What follows belongs to an exercise in optimizing a design on an open flow for small area, a short achievable clock period and few clock cycles; a production flow would make more cautious choices. In this exercise RTL edits were held to simulation tests only and were not proved equivalent to the original.

==> inputs of job 3631 <==
Design fhe_vec_top, start of the top module:
module fhe_vec_top #(
  parameter int WIDTH = 4
) (
  input  logic                           clk,
  input  logic                           rstn,
  input  logic                           psel,
  input  logic                           penable,
  input  logic                           pwrite,
  input  logic [fhe_vec_pkg::APB_AW-1:0] paddr,
  input  logic [fhe_vec_pkg::APB_DW-1:0] pwdata,
  output logic [fhe_vec_pkg::APB_DW-1:0] prdata,
  output logic                           pready,
  output logic                           pslverr,
  output logic                           done
);
==> module fhe_vec_top, before the edit <==
module fhe_vec_top #(
  parameter int WIDTH = 4
) (
  input  logic                           clk,
  input  logic                           rstn,
  input  logic                           psel,
  input  logic                           penable,
  input  logic                           pwrite,
  input  logic [fhe_vec_pkg::APB_AW-1:0] paddr,
  input  logic [fhe_vec_pkg::APB_DW-1:0] pwdata,
  output logic [fhe_vec_pkg::APB_DW-1:0] prdata,
  output logic                           pready,
  output logic                           pslverr,
  output logic                           done
);
  localparam int NE   = 64;    
  localparam int LAT  = 8;     
  localparam int LAST = NE + LAT - 1;   
  logic [NE-1:0][15:0] m1;
  logic [NE-1:0][15:0] m2;
  logic [3:0]  op;
  logic [15:0] p;
  logic [16:0] mu;
  logic [15:0] s;
  logic        err;
  logic        run;
  logic        iss;       
  logic [6:0]  cnt;
  logic        setup;
  logic        acc_q;     
  logic        rdw_q;     
  logic        wr_q;
  logic        mem_q;
  logic        bank_q;
  logic [5:0]  ea_q;      
  logic        regok_q;   
  logic [16:0] wd_q;
  logic [16:0] rd_q;
  logic        slverr_q;
  logic        run_next;
  logic        err_next;
  logic        done_next;
  assign setup = psel & ~penable;
  always_ff @(posedge clk) begin
    wr_q    <= pwrite;
    mem_q   <= paddr[15];
    bank_q  <= paddr[14];
    ea_q    <= paddr[5:0];
    regok_q <= ~|paddr[14:3];
    wd_q    <= pwdata[16:0];
    rdw_q   <= setup & ~pwrite;
  end
  logic [5:0]      ridx_q;
  logic            iss_next;
  logic [5:0]      cnt_next;
  logic [15:0]     e1;
  logic [15:0]     e2;
  always_ff @(posedge clk) begin
    ridx_q <= iss_next ? cnt_next : paddr[5:0];
  end
  assign e1 = m1[ridx_q];
  assign e2 = m2[ridx_q];
  always_ff @(posedge clk) begin
    slverr_q <= paddr[15] & (setup ? run_next : run);
  end
  always_ff @(posedge clk) begin
    rd_q <= '0;
    if (mem_q) begin
      rd_q <= {1'b0, bank_q ? e2 : e1};
    end else if (regok_q) begin
      case (ea_q[2:0])
        3'd0: rd_q <= 17'(op);
        3'd1: rd_q <= 17'({err_next, run_next});   
        3'd2: rd_q <= 17'(p);
        3'd3: rd_q <= mu;
        3'd4: rd_q <= 17'(s);
        default: ;
      endcase
    end
  end
  assign pready  = ~rdw_q;
  assign pslverr = slverr_q;
  assign prdata  = {15'd0, rd_q};
  logic       rw;         
  logic       start_ok;
  logic       start_bad;
  logic       op_valid;
  assign rw        = acc_q & wr_q & ~mem_q & regok_q & ~run;
  assign op_valid  = (wd_q[3:0] >= 4'd1) && (wd_q[3:0] <= 4'd4);
  assign start_ok  = rw & (ea_q[2:0] == 3'd0) & wd_q[8] & op_valid;
  assign start_bad = rw & (ea_q[2:0] == 3'd0) & wd_q[8] & ~op_valid;
  assign done_next = run & (cnt == 7'(LAST));
  assign run_next  = start_ok | (run & ~done_next);
  assign err_next  = start_bad | (err & ~done_next);
  logic [6:0] cnt_next7;
  assign cnt_next7 = start_ok ? 7'd0 : (run ? cnt + 1'b1 : cnt);
  assign cnt_next  = cnt_next7[5:0];
  assign iss_next  = start_ok | (iss & ~(run & (cnt == 7'(NE - 1))));
  always_ff @(posedge clk) begin
    if (!rstn) begin
      op    <= '0;
      p     <= '0;
      mu    <= '0;
      s     <= '0;
      err   <= 1'b0;
      run   <= 1'b0;
      iss   <= 1'b0;
      cnt   <= '0;
      done  <= 1'b0;
      acc_q <= 1'b0;
    end else begin
      acc_q <= setup;
      run   <= run_next;
      err   <= err_next;
      done  <= done_next;
      cnt <= 7'(cnt_next7);
      iss <= iss_next;
      if (rw) begin
        case (ea_q[2:0])
          3'd0: op <= wd_q[3:0];
          3'd2: p  <= wd_q[15:0];
          3'd3: mu <= wd_q[16:0];
          3'd4: s  <= wd_q[15:0];
          default: ;
        endcase
      end
    end
  end
  logic        is_mul;
  logic        is_sc;
  logic [15:0] res_q;
  logic [15:0] a_q, b_q;
  logic [18:0] np3_q;
  assign is_mul = (op == 4'd1) | (op == 4'd2);
  assign is_sc  = (op == 4'd2) | (op == 4'd4);
  always_ff @(posedge clk) begin
    a_q   <= e1;
    b_q   <= is_sc ? s : e2;
    np3_q <= 19'd0 - 19'(p) - {2'd0, p, 1'b0};
  end
  elem_mult u_eng (
    .clk(clk), .a_q(a_q), .b_q(b_q), .mul(is_mul), .p(p), .mu(mu[15:0]),
    .np3(np3_q), .res(res_q)
  );
  logic        ew_q;       
  logic [5:0]  widx_q;
  logic        hw;
  logic        wbank;
  logic [5:0]  widx;
  logic [15:0] wdat;
  always_ff @(posedge clk) begin
    if (!rstn) begin
      ew_q <= 1'b0;
    end else begin
      ew_q <= run & (cnt >= 7'(LAT - 1)) & (cnt < 7'(NE + LAT - 1));
    end
    widx_q <= 6'(cnt - 7'(LAT - 1));
  end
  assign hw    = acc_q & wr_q & mem_q & ~run;
  assign wbank = ew_q ? 1'b0 : bank_q;
  assign widx  = ew_q ? widx_q : ea_q;
  assign wdat  = ew_q ? res_q : wd_q[15:0];
  always_ff @(posedge clk) begin
    for (int e = 0; e < NE; e++) begin
      if ((ew_q | hw) && !wbank && widx == 6'(e)) m1[e] <= wdat;
      if (hw && wbank && widx == 6'(e)) m2[e] <= wdat;
    end
  end
endmodule
==> flow/config.mk <==
export PLATFORM = sky130hd
export DESIGN_NAME = fhe_vec_top
export DESIGN_NICKNAME = fhe_vec_top
export VERILOG_FILES = /design/flow/design.v
export SDC_FILE = /design/flow/constraint.sdc
export NUM_CORES = 4
export LEC_CHECK = 0
export CAP_MARGIN = 20
export CORE_MARGIN = 2
export CORE_UTILIZATION = 40
export CTS_BUF_LIST = sky130_fd_sc_hd__clkbuf_8 sky130_fd_sc_hd__clkbuf_16
export CTS_CLUSTER_DIAMETER = 50
export CTS_CLUSTER_SIZE = 16
export SLEW_MARGIN = 20
==> flow/constraint.sdc <==
create_clock -name core_clock -period 11.0 [get_ports {clk}]
set_input_delay 2.2000 -clock core_clock [delete_from_list [all_inputs] [get_ports {clk}]]
set_output_delay 2.2000 -clock core_clock [all_outputs]
set_load 0.01 [all_outputs]
standard.sh (not shown) runs the stock make flow with config.mk's settings and CLKGATE_MAP_FILE= SYNTH_SCRIPT=/design/flow/synth_recipe.tcl, a recipe that flattens the netlist after the stock synthesis.
==> flow/flow/run.sh <==
#!/bin/bash
export SETUP_SLACK_MARGIN=7.45
bash standard.sh > standard.log 2>&1
==> job 5497 (differences from job 3631) <==
--- a/flow/design.v
+++ b/flow/design.v
@@ -2464,3 +2464,3 @@
   logic        acc_q;     
-  logic        rdw_q;     
+  logic        prdy_q;    
   logic        wr_q;
@@ -2484,14 +2484,24 @@
     wd_q    <= pwdata[16:0];
-    rdw_q   <= setup & ~pwrite;
+    prdy_q  <= ~(setup & ~pwrite);
   end
-  logic [5:0]      ridx_q;
+  logic [NE-1:0]   sel_q;
   logic            iss_next;
   logic [5:0]      cnt_next;
+  logic [5:0]      sidx;
   logic [15:0]     e1;
   logic [15:0]     e2;
+  assign sidx = iss_next ? cnt_next : paddr[5:0];
   always_ff @(posedge clk) begin
-    ridx_q <= iss_next ? cnt_next : paddr[5:0];
+    for (int e = 0; e < NE; e++) begin
+      sel_q[e] <= (sidx == 6'(e));
+    end
+  end
+  always_comb begin
+    e1 = '0;
+    e2 = '0;
+    for (int e = 0; e < NE; e++) begin
+      e1 = e1 | ({16{sel_q[e]}} & m1[e]);
+      e2 = e2 | ({16{sel_q[e]}} & m2[e]);
+    end
   end
-  assign e1 = m1[ridx_q];
-  assign e2 = m2[ridx_q];
   always_ff @(posedge clk) begin
@@ -2514,3 +2524,3 @@
   end
-  assign pready  = ~rdw_q;
+  assign pready  = prdy_q;
   assign pslverr = slverr_q;
@@ -2578,8 +2588,10 @@
   );
+  logic        ew_d;
   logic        ew_q;       
-  logic [5:0]  widx_q;
+  logic [5:0]  wi_q;
+  logic        wb_q;
   logic        hw;
-  logic        wbank;
-  logic [5:0]  widx;
+  logic        wen;
   logic [15:0] wdat;
+  assign ew_d = run & (cnt >= 7'(LAT - 1)) & (cnt < 7'(NE + LAT - 1));
   always_ff @(posedge clk) begin
@@ -2588,14 +2600,14 @@
     end else begin
-      ew_q <= run & (cnt >= 7'(LAT - 1)) & (cnt < 7'(NE + LAT - 1));
+      ew_q <= ew_d;
     end
-    widx_q <= 6'(cnt - 7'(LAT - 1));
+    wi_q <= ew_d ? 6'(cnt - 7'(LAT - 1)) : paddr[5:0];
+    wb_q <= ~ew_d & paddr[14];
   end
-  assign hw    = acc_q & wr_q & mem_q & ~run;
-  assign wbank = ew_q ? 1'b0 : bank_q;
-  assign widx  = ew_q ? widx_q : ea_q;
-  assign wdat  = ew_q ? res_q : wd_q[15:0];
+  assign hw   = acc_q & wr_q & mem_q & ~run;   
+  assign wen  = ew_q | hw;
+  assign wdat = ew_q ? res_q : wd_q[15:0];
   always_ff @(posedge clk) begin
     for (int e = 0; e < NE; e++) begin
-      if ((ew_q | hw) && !wbank && widx == 6'(e)) m1[e] <= wdat;
-      if (hw && wbank && widx == 6'(e)) m2[e] <= wdat;
+      if (wen && !wb_q && wi_q == 6'(e)) m1[e] <= wdat;
+      if (wen && wb_q && wi_q == 6'(e)) m2[e] <= wdat;
     end
CELL_PAD_IN_SITES_DETAIL_PLACEMENT = 1   (was not set)
CELL_PAD_IN_SITES_GLOBAL_PLACEMENT = 1   (was not set)
CTS_BUF_LIST = sky130_fd_sc_hd__clkbuf_16   (was sky130_fd_sc_hd__clkbuf_8 sky130_fd_sc_hd__clkbuf_16)
CTS_CLUSTER_DIAMETER = 100   (was 50)
CTS_CLUSTER_SIZE = 30   (was 16)
==> job 4587 (differences from job 3631) <==
CTS_BUF_LIST = sky130_fd_sc_hd__clkbuf_16   (was sky130_fd_sc_hd__clkbuf_8 sky130_fd_sc_hd__clkbuf_16)
CTS_CLUSTER_DIAMETER = 100   (was 50)
CTS_CLUSTER_SIZE = 30   (was 16)
==> flow_metrics.tcl <==
set metrics [dict create \
    cts_max_level 5 \
    fin_worst_hold_slack_ns 0.3168 \
    met3_usage 0.02962 \
    seq_cells 2560 \
    timing.fmax_ghz 0.2742 \
    placed_cell_area_sq_um 119500 \
    antenna_found_initial 16 \
    hold_start "u_eng.pl2_q[1]" \
    fillCellCount 23940 \
    run_status "no timing/DRC/antenna violations" \
    dp_slack_ns 5.937 \
]
That was job 3631.
==> flow_metrics.tcl <==
set metrics [dict create \
    run_status "no timing/DRC/antenna violations" \
    dp_slack_ns 5.937 \
    synth.distinct_cells 79 \
    powerSeq_uw 11200 \
    largest_class "flip-flops and latches" \
    cts_max_level 3 \
    fillCellCount 24470 \
    seq_cells 2560 \
    antenna_found_initial 18 \
    timing.fmax_ghz 0.2771 \
    fin_worst_hold_slack_ns 0.3368 \
    met3_usage 0.02712 \
    placed_cell_area_sq_um 119500 \
]
That was job 4587.
==> flow_metrics.tcl <==
set metrics [dict create \
    run_status "no timing/DRC/antenna violations" \
    antenna_found_initial 27 \
    syn_inst 7507 \
    ys_warn_count 2 \
    slowest_stage "or4_4" \
    layout-drive-gt1-share 0.1096 \
    fillCellCount 27020 \
    hold_start "u_eng.pl3_q[12]" \
    die-area_sq_um 279000 \
    met3_usage 0.05257 \
    synthXorXnorAreaFrac 0.01275 \
    seq_cells 2616 \
    multi_input_area_sq_um 34810 \
    timing.fmax_ghz 0.2678 \
    fin_worst_hold_slack_ns 0.3342 \
    cts_max_level 3 \
    dp_slack_ns 6.968 \
]
That was job 5497.
Testbench counts of job 3631, summed over its fixed seeds: cycles 29,762.
Testbench counts of job 5497, summed over its fixed seeds: cycles 29,762.
Testbench counts of job 4587, summed over its fixed seeds: cycles 29,762.

static timing again, ports no longer ideal:
The flow's constraints put no driver on any port. The routed layouts listed below were extracted and timed again, unchanged, in two steps. Step 1 sets driving cells, clkbuf_16 on the clock port and buf_2 on the other inputs (assumed; they add their load-dependent delay and slew). Step 2, shift: input delay + t, output delay - t, t = (earliest + latest rising clock arrival at the registers) / 2. This alone moves slack from input paths to output paths. Three values: ideal, step 1, step 2; two values: the first two.
run | t, ns | slack for setup (ns) | worst setup path after step 2 | worst register clock-pin slew, ns
job 3631 | 0.983 | 7.353 / 7.255 / 6.982 | input to register | 0.07 / 0.07
job 5497 | 0.964 | 7.266 / 7.266 / 7.026 | input to register | 0.12 / 0.12
job 4587 | 0.903 | 7.391 / 7.296 / 7.030 | input to register | 0.12 / 0.12
After both steps setup and hold are still met in every run listed. The setup slack of job 3631, which loses most, moves by -0.098 ns with the drivers and by -0.371 ns with both steps.
